Background: an optimization exercise with open tools, aiming at small area, a short achievable clock period and few clock cycles per item. Do not read the settings as production practice. The RTL was checked by simulation tests, not by an equivalence proof against the original design.

==> inputs of xenon <==
// mesh_xy_hop_and_die_crossing_counter
module mesh_xy_hop_and_die_crossing_counter #(
  parameter int COORD_BITS = mxhd_pkg::COORD_BITS_DEF,
  parameter int TOTAL_BITS = mxhd_pkg::TOTAL_BITS_DEF
) (
  input  logic                              clk,
  input  logic                              rst_n,
  input  logic                              in_valid,
  output logic                              in_stall,
  input  logic                              in_operation,
  input  logic [COORD_BITS-1:0]             in_src_x,
  input  logic [COORD_BITS-1:0]             in_src_y,
  input  logic [COORD_BITS-1:0]             in_dest_x,
  input  logic [COORD_BITS-1:0]             in_dest_y,
  input  logic [mxhd_pkg::VOL_BITS-1:0]     in_volume,
  input  logic                              in_last_dest,
  output logic                              out_valid,
  input  logic                              out_stall,
  output logic [TOTAL_BITS-1:0]             out_onchip_hops_total,
  output logic [TOTAL_BITS-1:0]             out_crossing_hops_total,
  output logic                              out_saturated,
  input  logic                              cfg_valid,
  output logic                              cfg_ready,
  input  logic [mxhd_pkg::CFG_IDX_BITS-1:0] cfg_index,
  input  logic [mxhd_pkg::STEP_BITS-1:0]    cfg_data
);
clock: 8.0 ns
lec_check: 0
cap_margin: 20
core_margin: 2
core_utilization: 40
setup_slack_margin: 3.5
slew_margin: 20
run.sh (not shown) runs the stock make flow with config.mk's settings and CLKGATE_MAP_FILE= SYNTH_SCRIPT=/design/flow/synth_recipe.tcl, a recipe that flattens the netlist after the stock synthesis.
==> inputs of nickel, as changes to xenon <==
--- a/flow/design.v
+++ b/flow/design.v
@@ -131,15 +131,15 @@
   logic [SW-1:0] ts, tc, sum;
   always_comb begin
     ts     = {1'b0, total} ^ SW'(add_s) ^ SW'(add_c);
     tc     = {(({1'b0, total} & SW'(add_s)) | ({1'b0, total} & SW'(add_c))
               | (SW'(add_s) & SW'(add_c))), 1'b0};
     sum    = ts + tc;
     ovf    = sum[TOTAL_BITS];
-    result = sum[TOTAL_BITS-1:0] | {TOTAL_BITS{ovf}};
+    result = sum[TOTAL_BITS-1:0];
   end
 endmodule
 module mesh_xy_hop_and_die_crossing_counter #(
   parameter int COORD_BITS = mxhd_pkg::COORD_BITS_DEF,
   parameter int TOTAL_BITS = mxhd_pkg::TOTAL_BITS_DEF
 ) (
   input  logic                              clk,
@@ -364,15 +364,15 @@
       r1_cr <= r1_cr - TB'(pass_cr);
     end
   end
   localparam int PB = MB + VB;
   logic          p_v, p_final, p_ovf;
   logic [PB-1:0] ps_on, pc_on, ps_cr, pc_cr, p_on_s, p_on_c, p_cr_s, p_cr_c;
   logic [TOTAL_BITS-1:0] onchip_r, cross_r, onchip_n, cross_n;
-  logic                  sat_r, ovf_on, ovf_cr;
+  logic                  sat_r, ovf_on, ovf_cr, full_on_r, full_cr_r;
   mxhd_datapath #(.TOTAL_BITS(TOTAL_BITS)) u_dp_on (
     .amount(pass_on), .volume(r1_vol), .prod_s(ps_on), .prod_c(pc_on),
     .total(onchip_r), .add_s(p_on_s), .add_c(p_on_c), .result(onchip_n), .ovf(ovf_on));
   mxhd_datapath #(.TOTAL_BITS(TOTAL_BITS)) u_dp_cr (
     .amount(pass_cr), .volume(r1_vol), .prod_s(ps_cr), .prod_c(pc_cr),
     .total(cross_r), .add_s(p_cr_s), .add_c(p_cr_c), .result(cross_n), .ovf(ovf_cr));
   always_ff @(posedge clk) begin
@@ -393,24 +393,32 @@
     end
   end
   always_ff @(posedge clk) begin
     if (!rst_n) begin
       onchip_r    <= '0;
       cross_r     <= '0;
       sat_r       <= 1'b0;
+      full_on_r   <= 1'b0;
+      full_cr_r   <= 1'b0;
       out_valid_r <= 1'b0;
     end else if (!hold) begin
       out_valid_r <= p_v && p_final;
       if (p_v) begin
         onchip_r <= onchip_n;
         cross_r  <= cross_n;
+        if (ovf_on) begin
+          full_on_r <= 1'b1;
+        end
+        if (ovf_cr) begin
+          full_cr_r <= 1'b1;
+        end
         if (ovf_on || ovf_cr || p_ovf) begin
           sat_r <= 1'b1;
         end
       end
     end
   end
   assign out_valid               = out_valid_r;
-  assign out_onchip_hops_total   = onchip_r;
-  assign out_crossing_hops_total = cross_r;
+  assign out_onchip_hops_total   = onchip_r | {TOTAL_BITS{full_on_r}};
+  assign out_crossing_hops_total = cross_r | {TOTAL_BITS{full_cr_r}};
   assign out_saturated           = sat_r;
 endmodule
SETUP_SLACK_MARGIN = 4.5   (was 3.5)
==> results.cfg <==
[status]
status = timing/DRC/antenna clean

[final_layout]
final_area_sq_um = 60000
buffers = 623
inv_count = 462
fillCellCount = 10074

[global_route]
met3_usage = 0.0334

[drt]
detail_route.vias_per_cell = 5.51

[critical_path]
critPathKind = reg -> reg
rr_startpoint = r1_on[10]
cpPeakStageDelay_ns = 0.55

[place]
placed_area_sq_um = 49400

[die]
row_count = 124

[yosys]
syn_nets = 5435
avgSynthCellArea_sq_um = 9.81
-- figures above: nickel

==> results.cfg <==
[status]
status = timing/DRC/antenna clean

[critical_path]
cpPeakStageDelay_ns = 0.59
critPathKind = reg -> out

[yosys]
avgSynthCellArea_sq_um = 9.93
syn_nets = 5296

[final_layout]
buffers = 246
final_area_sq_um = 51200

[global_route]
met3_usage = 0.0296
-- figures above: xenon

Testbench counts of xenon, summed over its fixed seeds: cycles 4,152, items 4,024.
Testbench counts of nickel, summed over its fixed seeds: cycles 4,152, items 4,024.

==> job 1992 <==
Another version of the RTL of mesh_xy_hop_and_die_crossing_counter (not shown whole).
export LEC_CHECK = 0
export CAP_MARGIN = 20
export CORE_MARGIN = 2
export CORE_UTILIZATION = 75
export SETUP_SLACK_MARGIN = 4.3
export SLEW_MARGIN = 20
create_clock -name core_clock -period 8.0 [get_ports {clk}]
==> job 7440 (differences from job 1992) <==
CORE_UTILIZATION = 65   (was 75)
SETUP_SLACK_MARGIN = 4.1   (was 4.3)
==> job 1259 (differences from job 1992) <==
CORE_UTILIZATION = 55   (was 75)
SETUP_SLACK_MARGIN = 3.9   (was 4.3)
==> summary of the runs <==
- Of job 1259 and job 1992, job 1992 has the higher global-route usage (gap 9.7 points).
- Against job 7440, the via count of job 1992 is larger by about 6%.
- Of job 1259 and job 7440, job 1259 has the higher worst hold slack (gap 0.0032 ns).
- Of job 1992 and job 1259, job 1259 has the higher sequential share of layout area (gap 0.78 points).
- Final cell count, highest first: job 1259, job 7440, job 1992.
- In area after synthesis, job 1992 and job 1259 do not differ.
- Synthesized cell count is the same in job 1259 and job 7440.
- Setup slack, highest first: job 7440, job 1992, job 1259.
- Job 1259 went through all stages and came out clean. Job 7440 passed the timing, DRC and antenna checks. Job 1992 completed without violations.
==> figures <==
Status: job 7440 timing/DRC/antenna clean; job 1259 timing/DRC/antenna clean; job 1992 timing/DRC/antenna clean
Worst hold slack: job 7440 0.413 ns; job 1259 0.416 ns; job 1992 0.415 ns
CTS Buf Count: job 7440 72; job 1259 74; job 1992 69
Met2 routing resource usage after global routing: job 7440 53.0%; job 1259 46.3%; job 1992 63.6%
Number of gates resized after CTS: job 7440 83; job 1259 61; job 1992 149
Maximum number of pins on one net before global-route repair: job 7440 143; job 1259 123; job 1992 147
Number of buffers and inverters on the critical path: job 7440 0; job 1259 3; job 1992 1
Worst clock skew on the final layout: job 7440 0.0184 ns; job 1259 0.0182 ns; job 1992 0.0375 ns
Post-route worst setup slack: job 7440 4.19 ns; job 1259 3.98 ns; job 1992 4.11 ns
Worst Max-Slew Pin Slew: job 7440 1.05 ns; job 1259 0.927 ns; job 1992 1.15 ns
Setup slack at placement: job 7440 2.35 ns; job 1259 2.37 ns; job 1992 2.63 ns
Clock network latency to the later pin of the worst-skew pair: job 7440 0.62 ns; job 1259 0.64 ns; job 1992 0.63 ns
Synth-to-Final Area Change: job 7440 11.2%; job 1259 11.2%; job 1992 14.0%
Final weighted congestion of routability-driven global placement: job 7440 0.930; job 1259 0.904; job 1992 0.931
Final worst path period need: job 7440 3.81 ns; job 1259 4.02 ns; job 1992 3.89 ns
Bufs w/o clock: job 7440 263; job 1259 240; job 1992 335
Fmax: job 7440 263 MHz; job 1259 249 MHz; job 1992 257 MHz
DRT Pass-1 Iters: job 7440 8; job 1259 7; job 1992 6
Testbench counts of job 1992, summed over its fixed seeds: cycles 4,152, items 4,024.
Testbench counts of job 7440, summed over its fixed seeds: cycles 4,152, items 4,024.
Testbench counts of job 1259, summed over its fixed seeds: cycles 4,152, items 4,024.

==> inputs of juniper <==
Another version of the RTL of mesh_xy_hop_and_die_crossing_counter (not shown whole).
clock: 8.0 ns
lec_check: 0
cap_margin: 20
core_margin: 2
core_utilization: 40
setup_slack_margin: 4.0
slew_margin: 20
==> inputs of pepper, as changes to juniper <==
--- a/flow/design.v
+++ b/flow/design.v
@@ -167,25 +167,43 @@
 );
   localparam int CB = COORD_BITS;
   localparam int SB = mxhd_pkg::STEP_BITS;
   localparam int TB = mxhd_pkg::TREE_BITS;
   localparam int VB = mxhd_pkg::VOL_BITS;
   localparam int MB = mxhd_pkg::MUL_BITS;
   logic [SB-1:0] step_x_r, step_y_r;
+  logic [8:0]    dec_x_r, dec_y_r;
   logic          single_die_r;
+  function automatic logic [8:0] step_decode(input logic [SB-1:0] step);
+    logic [8:0] d;
+    d[8] = (step != '0);
+    d[7] = (step[SB-1:3] != '0);
+    for (int k = 1; k <= 7; k++) begin
+      d[k-1] = (step == SB'(k));
+    end
+    step_decode = d;
+  endfunction
   assign cfg_ready = 1'b1;
   always_ff @(posedge clk) begin
     if (!rst_n) begin
       step_x_r     <= mxhd_pkg::STEP_X_RST;
       step_y_r     <= mxhd_pkg::STEP_Y_RST;
+      dec_x_r      <= step_decode(mxhd_pkg::STEP_X_RST);
+      dec_y_r      <= step_decode(mxhd_pkg::STEP_Y_RST);
       single_die_r <= 1'b0;
     end else if (cfg_valid) begin
       case (cfg_index)
-        mxhd_pkg::CFG_STEP_X:     step_x_r     <= cfg_data;
-        mxhd_pkg::CFG_STEP_Y:     step_y_r     <= cfg_data;
+        mxhd_pkg::CFG_STEP_X: begin
+          step_x_r <= cfg_data;
+          dec_x_r  <= step_decode(cfg_data);
+        end
+        mxhd_pkg::CFG_STEP_Y: begin
+          step_y_r <= cfg_data;
+          dec_y_r  <= step_decode(cfg_data);
+        end
         mxhd_pkg::CFG_SINGLE_DIE: single_die_r <= cfg_data[0];
         default: begin
         end
       endcase
     end
   end
   logic hold, adv;
@@ -229,20 +247,18 @@
     rq_dx   = sk_full ? sk_dx   : in_dest_x;
     rq_dy   = sk_full ? sk_dy   : in_dest_y;
     rq_vol  = sk_full ? sk_vol  : in_volume;
   end
   logic       big_x, big_y;
   logic [6:0] low_x, low_y;
   always_comb begin
-    big_x = (step_x_r[SB-1:3] != '0);
-    big_y = (step_y_r[SB-1:3] != '0);
-    for (int k = 1; k <= 7; k++) begin
-      low_x[k-1] = (step_x_r == SB'(k));
-      low_y[k-1] = (step_y_r == SB'(k));
-    end
+    big_x = dec_x_r[7];
+    big_y = dec_y_r[7];
+    low_x = dec_x_r[6:0];
+    low_y = dec_y_r[6:0];
   end
   logic [CB-1:0] lq_sx, lq_dx, lq_sy, lq_dy;
   logic [7:1]    ge_sx, ge_dx, ge_sy, ge_dy;
   mxhd_divider #(.COORD_BITS(CB)) u_dsx (
     .dividend(rq_sx), .divisor(step_x_r), .low_step(low_x), .low_q(lq_sx), .ge(ge_sx));
   mxhd_divider #(.COORD_BITS(CB)) u_ddx (
     .dividend(rq_dx), .divisor(step_x_r), .low_step(low_x), .low_q(lq_dx), .ge(ge_dx));
@@ -312,16 +328,16 @@
       s0_ge_sy <= ge_sy;
       s0_ge_dy <= ge_dy;
       s0_vol   <= rq_vol;
     end
   end
   logic          en_x, en_y;
   logic [CB-1:0] qsx, qdx, qsy, qdy, rsx, rdx, rsy, rdy;
-  assign en_x = (step_x_r != '0) && !(s0_op && single_die_r);
-  assign en_y = (step_y_r != '0) && !(s0_op && single_die_r);
+  assign en_x = dec_x_r[8] && !(s0_op && single_die_r);
+  assign en_y = dec_y_r[8] && !(s0_op && single_die_r);
   mxhd_quotient #(.COORD_BITS(CB)) u_qsx (
     .low_q(s0_lq_sx), .ge(s0_ge_sx), .big(big_x), .en(en_x), .quotient(qsx));
   mxhd_quotient #(.COORD_BITS(CB)) u_qdx (
     .low_q(s0_lq_dx), .ge(s0_ge_dx), .big(big_x), .en(en_x), .quotient(qdx));
   mxhd_quotient #(.COORD_BITS(CB)) u_qsy (
     .low_q(s0_lq_sy), .ge(s0_ge_sy), .big(big_y), .en(en_y), .quotient(qsy));
   mxhd_quotient #(.COORD_BITS(CB)) u_qdy (
@@ -393,29 +409,32 @@
       s1_yh   <= y_h;
       s1_yc   <= y_c;
       s1_ch   <= c_h;
       s1_cc   <= c_c;
       s1_vol  <= s0_vol;
     end
   end
-  logic [TB-1:0] tree_h_r, tree_c_r;
+  logic [TB-1:0] tree_h_r, tree_c_r, base_h, base_c;
   logic [TB+1:0] sum_h, sum_c;
+  logic [MB+1:0] low_h, low_c;
   logic [TB-1:0] tree_h_n, tree_c_n;
   logic          tree_ovf, s1_add, big_h, big_c;
   always_comb begin
-    sum_h = (s1_run ? (TB + 2)'(tree_h_r) : (TB + 2)'(0))
-          + (TB + 2)'(s1_xh) + (TB + 2)'(s1_yh) + (TB + 2)'(s1_ch);
-    sum_c = (s1_run ? (TB + 2)'(tree_c_r) : (TB + 2)'(0))
-          + (TB + 2)'(s1_xc) + (TB + 2)'(s1_yc) + (TB + 2)'(s1_cc);
+    base_h = s1_run ? tree_h_r : '0;
+    base_c = s1_run ? tree_c_r : '0;
+    sum_h  = (TB + 2)'(base_h) + (TB + 2)'(s1_xh) + (TB + 2)'(s1_yh) + (TB + 2)'(s1_ch);
+    sum_c  = (TB + 2)'(base_c) + (TB + 2)'(s1_xc) + (TB + 2)'(s1_yc) + (TB + 2)'(s1_cc);
     tree_h_n = sum_h[TB] ? {TB{1'b1}} : sum_h[TB-1:0];
     tree_c_n = sum_c[TB] ? {TB{1'b1}} : sum_c[TB-1:0];
     tree_ovf = s1_op && (sum_h[TB] || sum_c[TB]);
-    big_h    = (sum_h[TB+1:MB] != '0);
-    big_c    = (sum_c[TB+1:MB] != '0);
-    s1_add   = !s1_op || s1_last;
+    low_h  = (MB + 2)'(base_h[MB-1:0]) + (MB + 2)'(s1_xh) + (MB + 2)'(s1_yh) + (MB + 2)'(s1_ch);
+    low_c  = (MB + 2)'(base_c[MB-1:0]) + (MB + 2)'(s1_xc) + (MB + 2)'(s1_yc) + (MB + 2)'(s1_cc);
+    big_h  = (base_h[TB-1:MB] != '0) || (low_h[MB+1:MB] != '0);
+    big_c  = (base_c[TB-1:MB] != '0) || (low_c[MB+1:MB] != '0);
+    s1_add = !s1_op || s1_last;
   end
   always_ff @(posedge clk) begin
     if (adv && s1_v && s1_op) begin
       tree_h_r <= tree_h_n;
       tree_c_r <= tree_c_n;
     end
   end
@@ -438,16 +457,16 @@
     end
   end
   always_ff @(posedge clk) begin
     if (adv) begin
       r1_vol  <= s1_vol;
       r1_on   <= s1_add ? tree_h_n : '0;
       r1_cr   <= s1_add ? tree_c_n : '0;
-      pass_on <= s1_add ? (sum_h[MB-1:0] | {MB{big_h}}) : '0;
-      pass_cr <= s1_add ? (sum_c[MB-1:0] | {MB{big_c}}) : '0;
+      pass_on <= s1_add ? (low_h[MB-1:0] | {MB{big_h}}) : '0;
+      pass_cr <= s1_add ? (low_c[MB-1:0] | {MB{big_c}}) : '0;
       r1_ovf  <= tree_ovf;
     end else if (!hold) begin
       r1_on   <= on_next;
       r1_cr   <= cr_next;
       pass_on <= (on_next[TB-1:MB] != '0) ? {MB{1'b1}} : on_next[MB-1:0];
       pass_cr <= (cr_next[TB-1:MB] != '0) ? {MB{1'b1}} : cr_next[MB-1:0];
     end
==> inputs of raven, as changes to juniper <==
--- a/flow/design.v
+++ b/flow/design.v
@@ -167,93 +167,73 @@
 );
   localparam int CB = COORD_BITS;
   localparam int SB = mxhd_pkg::STEP_BITS;
   localparam int TB = mxhd_pkg::TREE_BITS;
   localparam int VB = mxhd_pkg::VOL_BITS;
   localparam int MB = mxhd_pkg::MUL_BITS;
   logic [SB-1:0] step_x_r, step_y_r;
+  logic [8:0]    dec_x_r, dec_y_r;
   logic          single_die_r;
+  function automatic logic [8:0] step_decode(input logic [SB-1:0] step);
+    logic [8:0] d;
+    d[8] = (step != '0);
+    d[7] = (step[SB-1:3] != '0);
+    for (int k = 1; k <= 7; k++) begin
+      d[k-1] = (step == SB'(k));
+    end
+    step_decode = d;
+  endfunction
   assign cfg_ready = 1'b1;
   always_ff @(posedge clk) begin
     if (!rst_n) begin
       step_x_r     <= mxhd_pkg::STEP_X_RST;
       step_y_r     <= mxhd_pkg::STEP_Y_RST;
+      dec_x_r      <= step_decode(mxhd_pkg::STEP_X_RST);
+      dec_y_r      <= step_decode(mxhd_pkg::STEP_Y_RST);
       single_die_r <= 1'b0;
     end else if (cfg_valid) begin
       case (cfg_index)
-        mxhd_pkg::CFG_STEP_X:     step_x_r     <= cfg_data;
-        mxhd_pkg::CFG_STEP_Y:     step_y_r     <= cfg_data;
+        mxhd_pkg::CFG_STEP_X: begin
+          step_x_r <= cfg_data;
+          dec_x_r  <= step_decode(cfg_data);
+        end
+        mxhd_pkg::CFG_STEP_Y: begin
+          step_y_r <= cfg_data;
+          dec_y_r  <= step_decode(cfg_data);
+        end
         mxhd_pkg::CFG_SINGLE_DIE: single_die_r <= cfg_data[0];
         default: begin
         end
       endcase
     end
   end
   logic hold, adv;
   logic out_valid_r;
   logic r1_v, r1_more;
   assign hold     = out_valid_r && out_stall;
   assign adv      = !hold && !(r1_v && r1_more);
-  logic                  sk_full, sk_op, sk_last;
-  logic [CB-1:0]         sk_sx, sk_sy, sk_dx, sk_dy;
-  logic [VB-1:0]         sk_vol;
-  logic                  rq_v, rq_op, rq_last;
-  logic [CB-1:0]         rq_sx, rq_sy, rq_dx, rq_dy;
-  logic [VB-1:0]         rq_vol;
-  assign in_stall = sk_full;
-  always_ff @(posedge clk) begin
-    if (!rst_n) begin
-      sk_full <= 1'b0;
-    end else if (adv) begin
-      sk_full <= 1'b0;
-    end else if (in_valid) begin
-      sk_full <= 1'b1;
-    end
-  end
-  always_ff @(posedge clk) begin
-    if (!sk_full) begin
-      sk_op   <= in_operation;
-      sk_last <= in_last_dest;
-      sk_sx   <= in_src_x;
-      sk_sy   <= in_src_y;
-      sk_dx   <= in_dest_x;
-      sk_dy   <= in_dest_y;
-      sk_vol  <= in_volume;
-    end
-  end
-  always_comb begin
-    rq_v    = sk_full || in_valid;
-    rq_op   = sk_full ? sk_op   : in_operation;
-    rq_last = sk_full ? sk_last : in_last_dest;
-    rq_sx   = sk_full ? sk_sx   : in_src_x;
-    rq_sy   = sk_full ? sk_sy   : in_src_y;
-    rq_dx   = sk_full ? sk_dx   : in_dest_x;
-    rq_dy   = sk_full ? sk_dy   : in_dest_y;
-    rq_vol  = sk_full ? sk_vol  : in_volume;
-  end
+  assign in_stall = !adv;
   logic       big_x, big_y;
   logic [6:0] low_x, low_y;
   always_comb begin
-    big_x = (step_x_r[SB-1:3] != '0);
-    big_y = (step_y_r[SB-1:3] != '0);
-    for (int k = 1; k <= 7; k++) begin
-      low_x[k-1] = (step_x_r == SB'(k));
-      low_y[k-1] = (step_y_r == SB'(k));
-    end
+    big_x = dec_x_r[7];
+    big_y = dec_y_r[7];
+    low_x = dec_x_r[6:0];
+    low_y = dec_y_r[6:0];
   end
   logic [CB-1:0] lq_sx, lq_dx, lq_sy, lq_dy;
   logic [7:1]    ge_sx, ge_dx, ge_sy, ge_dy;
   mxhd_divider #(.COORD_BITS(CB)) u_dsx (
-    .dividend(rq_sx), .divisor(step_x_r), .low_step(low_x), .low_q(lq_sx), .ge(ge_sx));
+    .dividend(in_src_x), .divisor(step_x_r), .low_step(low_x), .low_q(lq_sx), .ge(ge_sx));
   mxhd_divider #(.COORD_BITS(CB)) u_ddx (
-    .dividend(rq_dx), .divisor(step_x_r), .low_step(low_x), .low_q(lq_dx), .ge(ge_dx));
+    .dividend(in_dest_x), .divisor(step_x_r), .low_step(low_x), .low_q(lq_dx), .ge(ge_dx));
   mxhd_divider #(.COORD_BITS(CB)) u_dsy (
-    .dividend(rq_sy), .divisor(step_y_r), .low_step(low_y), .low_q(lq_sy), .ge(ge_sy));
+    .dividend(in_src_y), .divisor(step_y_r), .low_step(low_y), .low_q(lq_sy), .ge(ge_sy));
   mxhd_divider #(.COORD_BITS(CB)) u_ddy (
-    .dividend(rq_dy), .divisor(step_y_r), .low_step(low_y), .low_q(lq_dy), .ge(ge_dy));
+    .dividend(in_dest_y), .divisor(step_y_r), .low_step(low_y), .low_q(lq_dy), .ge(ge_dy));
   logic          in_run_r, in_run_f;
   logic [CB-1:0] first_x_r, qfirst_x_r, rfirst_x_r, col_x_r;
   logic [CB-1:0] cmy_r, qcmy_r, rcmy_r, py_r, qpy_r, rpy_r;
   logic [CB-1:0] first_x_f, col_x_f, cmy_f, py_f;
   logic          s0_v, s0_op, s0_last, s0_run, s0_same;
   logic [CB-1:0] s0_sx, s0_sy, s0_dx, s0_dy;
   logic          upd_m;
@@ -263,65 +243,65 @@
     first_x_f = (upd_m && !s0_run) ? s0_dx : first_x_r;
     col_x_f   = upd_m ? s0_dx : col_x_r;
     cmy_f     = (upd_m && !(s0_run && s0_same)) ? s0_dy : cmy_r;
     py_f      = upd_m ? s0_dy : py_r;
   end
   logic run_in, same_in, xlo_in, xhi_in, ylo_in, yhi_in, clo_in, chi_in;
   always_comb begin
-    run_in  = rq_op && in_run_f;
-    same_in = (rq_dx == col_x_f);
-    xlo_in  = rq_sx < (run_in ? first_x_f : rq_dx);
-    xhi_in  = rq_sx > rq_dx;
-    ylo_in  = rq_sy < ((run_in && same_in) ? cmy_f : rq_dy);
-    yhi_in  = rq_sy > rq_dy;
-    clo_in  = rq_sy < cmy_f;
-    chi_in  = rq_sy > py_f;
+    run_in  = in_operation && in_run_f;
+    same_in = (in_dest_x == col_x_f);
+    xlo_in  = in_src_x < (run_in ? first_x_f : in_dest_x);
+    xhi_in  = in_src_x > in_dest_x;
+    ylo_in  = in_src_y < ((run_in && same_in) ? cmy_f : in_dest_y);
+    yhi_in  = in_src_y > in_dest_y;
+    clo_in  = in_src_y < cmy_f;
+    chi_in  = in_src_y > py_f;
   end
   logic          s0_xlo, s0_xhi, s0_ylo, s0_yhi, s0_clo, s0_chi;
   logic [CB-1:0] s0_lq_sx, s0_lq_dx, s0_lq_sy, s0_lq_dy;
   logic [7:1]    s0_ge_sx, s0_ge_dx, s0_ge_sy, s0_ge_dy;
   logic [VB-1:0] s0_vol;
   always_ff @(posedge clk) begin
     if (!rst_n) begin
       s0_v <= 1'b0;
     end else if (adv) begin
-      s0_v <= rq_v;
+      s0_v <= in_valid;
     end
   end
   always_ff @(posedge clk) begin
     if (adv) begin
-      s0_op    <= rq_op;
-      s0_last  <= rq_last;
+      s0_op    <= in_operation;
+      s0_last  <= in_last_dest;
       s0_run   <= run_in;
       s0_same  <= same_in;
       s0_xlo   <= xlo_in;
       s0_xhi   <= xhi_in;
       s0_ylo   <= ylo_in;
       s0_yhi   <= yhi_in;
       s0_clo   <= clo_in;
       s0_chi   <= chi_in;
-      s0_sx    <= rq_sx;
-      s0_sy    <= rq_sy;
-      s0_dx    <= rq_dx;
-      s0_dy    <= rq_dy;
+      s0_sx    <= in_src_x;
+      s0_sy    <= in_src_y;
+      s0_dx    <= in_dest_x;
+      s0_dy    <= in_dest_y;
       s0_lq_sx <= lq_sx;
       s0_lq_dx <= lq_dx;
       s0_lq_sy <= lq_sy;
       s0_lq_dy <= lq_dy;
       s0_ge_sx <= ge_sx;
       s0_ge_dx <= ge_dx;
       s0_ge_sy <= ge_sy;
       s0_ge_dy <= ge_dy;
-      s0_vol   <= rq_vol;
+      s0_vol   <= in_volume;
     end
   end
   logic          en_x, en_y;
   logic [CB-1:0] qsx, qdx, qsy, qdy, rsx, rdx, rsy, rdy;
-  assign en_x = (step_x_r != '0) && !(s0_op && single_die_r);
-  assign en_y = (step_y_r != '0) && !(s0_op && single_die_r);
+  assign en_x = dec_x_r[8] && !(s0_op && single_die_r);
+  assign en_y = dec_y_r[8] && !(s0_op && single_die_r);
   mxhd_quotient #(.COORD_BITS(CB)) u_qsx (
     .low_q(s0_lq_sx), .ge(s0_ge_sx), .big(big_x), .en(en_x), .quotient(qsx));
   mxhd_quotient #(.COORD_BITS(CB)) u_qdx (
     .low_q(s0_lq_dx), .ge(s0_ge_dx), .big(big_x), .en(en_x), .quotient(qdx));
   mxhd_quotient #(.COORD_BITS(CB)) u_qsy (
     .low_q(s0_lq_sy), .ge(s0_ge_sy), .big(big_y), .en(en_y), .quotient(qsy));
   mxhd_quotient #(.COORD_BITS(CB)) u_qdy (
@@ -393,29 +373,32 @@
       s1_yh   <= y_h;
       s1_yc   <= y_c;
       s1_ch   <= c_h;
       s1_cc   <= c_c;
       s1_vol  <= s0_vol;
     end
   end
-  logic [TB-1:0] tree_h_r, tree_c_r;
+  logic [TB-1:0] tree_h_r, tree_c_r, base_h, base_c;
   logic [TB+1:0] sum_h, sum_c;
+  logic [MB+1:0] low_h, low_c;
   logic [TB-1:0] tree_h_n, tree_c_n;
   logic          tree_ovf, s1_add, big_h, big_c;
   always_comb begin
-    sum_h = (s1_run ? (TB + 2)'(tree_h_r) : (TB + 2)'(0))
-          + (TB + 2)'(s1_xh) + (TB + 2)'(s1_yh) + (TB + 2)'(s1_ch);
-    sum_c = (s1_run ? (TB + 2)'(tree_c_r) : (TB + 2)'(0))
-          + (TB + 2)'(s1_xc) + (TB + 2)'(s1_yc) + (TB + 2)'(s1_cc);
+    base_h = s1_run ? tree_h_r : '0;
+    base_c = s1_run ? tree_c_r : '0;
+    sum_h  = (TB + 2)'(base_h) + (TB + 2)'(s1_xh) + (TB + 2)'(s1_yh) + (TB + 2)'(s1_ch);
+    sum_c  = (TB + 2)'(base_c) + (TB + 2)'(s1_xc) + (TB + 2)'(s1_yc) + (TB + 2)'(s1_cc);
     tree_h_n = sum_h[TB] ? {TB{1'b1}} : sum_h[TB-1:0];
     tree_c_n = sum_c[TB] ? {TB{1'b1}} : sum_c[TB-1:0];
     tree_ovf = s1_op && (sum_h[TB] || sum_c[TB]);
-    big_h    = (sum_h[TB+1:MB] != '0);
-    big_c    = (sum_c[TB+1:MB] != '0);
-    s1_add   = !s1_op || s1_last;
+    low_h  = (MB + 2)'(base_h[MB-1:0]) + (MB + 2)'(s1_xh) + (MB + 2)'(s1_yh) + (MB + 2)'(s1_ch);
+    low_c  = (MB + 2)'(base_c[MB-1:0]) + (MB + 2)'(s1_xc) + (MB + 2)'(s1_yc) + (MB + 2)'(s1_cc);
+    big_h  = (base_h[TB-1:MB] != '0) || (low_h[MB+1:MB] != '0);
+    big_c  = (base_c[TB-1:MB] != '0) || (low_c[MB+1:MB] != '0);
+    s1_add = !s1_op || s1_last;
   end
   always_ff @(posedge clk) begin
     if (adv && s1_v && s1_op) begin
       tree_h_r <= tree_h_n;
       tree_c_r <= tree_c_n;
     end
   end
@@ -438,16 +421,16 @@
     end
   end
   always_ff @(posedge clk) begin
     if (adv) begin
       r1_vol  <= s1_vol;
       r1_on   <= s1_add ? tree_h_n : '0;
       r1_cr   <= s1_add ? tree_c_n : '0;
-      pass_on <= s1_add ? (sum_h[MB-1:0] | {MB{big_h}}) : '0;
-      pass_cr <= s1_add ? (sum_c[MB-1:0] | {MB{big_c}}) : '0;
+      pass_on <= s1_add ? (low_h[MB-1:0] | {MB{big_h}}) : '0;
+      pass_cr <= s1_add ? (low_c[MB-1:0] | {MB{big_c}}) : '0;
       r1_ovf  <= tree_ovf;
     end else if (!hold) begin
       r1_on   <= on_next;
       r1_cr   <= cr_next;
       pass_on <= (on_next[TB-1:MB] != '0) ? {MB{1'b1}} : on_next[MB-1:0];
       pass_cr <= (cr_next[TB-1:MB] != '0) ? {MB{1'b1}} : cr_next[MB-1:0];
     end
- CORE_UTILIZATION: 40 -> 65
- SETUP_SLACK_MARGIN: 4.0 -> 4.2
==> notes <==
- raven finished with timing, DRC and antenna clean. juniper completed with no timing, DRC or antenna violations. pepper produced a clean layout.
- Of juniper and pepper, juniper has the higher hold slack (gap 16 ps).
- Routed wire length: raven < pepper < juniper.
- Sequential cell count, highest first: pepper, juniper, raven.
- Against juniper, the die area of raven is lower by 40%.
- Global-route usage: raven > juniper > pepper.
- Between pepper and raven, the lower critical path depth is in raven (gap 5).
- In register-to-register slack, raven and pepper hardly differ.
==> figures <==
item                                                                          raven                 juniper                     pepper
R2R setup slack                                                             4200 ps                 3850 ps                    4190 ps
CP startpoint kind                                                         register                register                 input port
Placed Cells                                                                   5698                    6485                       6471
Post-Place Setup Slack                                                      2350 ps                 2680 ps                    2670 ps
Startpoint-to-endpoint class of the critical path        register to primary output    register to register     input port to register
Number of antenna cells inserted                                                  0                       5                          2
Via count of the first global-routing pass                                    34700                   36400                      36300
Antenna violations before repair                                                  2                       9                          2
Fraction of the mapped netlist area in compound gates                         0.125                   0.127                      0.126
Drt via density                                                                5.91                    5.46                       5.39
Period utilisation layout                                                     0.482                   0.518                      0.487
Number of gates given a new drive strength after cts                            111                      74                         27
Result of the run                                          timing/DRC/antenna clean  timing/DRC/antenna clean   timing/DRC/antenna clean
Drt wl/cell                                                                 19.9 um                 19.7 um                    19.1 um
Capture instance of the worst register-to-register path      s1_yh[5]$_SDFFCE_PN0P_  s1_xh[5]$_SDFFCE_PN0P_  onchip_r[37]$_SDFFE_PN0P_
Met2 Track Usage GR                                                           0.537                   0.315                      0.335
Testbench counts of juniper, summed over its fixed seeds: cycles 4,152, items 4,024.
Testbench counts of pepper, summed over its fixed seeds: cycles 4,152, items 4,024.
Testbench counts of raven, summed over its fixed seeds: cycles 4,152, items 4,024.

[static timing again, ports no longer ideal]
Ports are ideal in the flow. The routed layouts listed here were re-timed in OpenROAD. Step 1 (the two cells are an assumption about what drives the block):
set clk [get_ports {clk}]
set_driving_cell -lib_cell sky130_fd_sc_hd__clkbuf_16 $clk
set_driving_cell -lib_cell sky130_fd_sc_hd__buf_2 [delete_from_list [all_inputs] $clk]
Step 2 also shifts input and output timing later by t, the mid clock arrival at the registers, as if the neighbouring blocks saw the same clock. a / b / c = no drivers / after step 1 / after step 2; a / b = the first two.
run | t, ns | slack for setup (ns) | worst setup path at the end | cell pins on the clock port's net
xenon | 0.697 | 3.536 / 3.464 / 3.053 | input to register | 1
nickel | 0.704 | 3.518 / 3.507 / 3.518 | register to register | 1
job 1992 | 0.680 | 4.112 / 4.044 / 3.774 | input to register | 1
job 7440 | 0.686 | 4.192 / 4.140 / 3.577 | input to register | 1
job 1259 | 0.698 | 3.983 / 3.936 / 3.418 | input to register | 1
juniper | 0.726 | 3.855 / 3.855 / 3.211 | input to register | 1
pepper | 0.721 | 4.102 / 4.099 / 3.429 | input to register | 1
raven | 0.690 | 4.145 / 4.072 / 3.714 | input to register | 1
After both steps setup and hold are still met in every run listed. For pepper, which loses most, drivers alone change the setup slack by -0.003 ns; drivers and shift together by -0.673 ns.
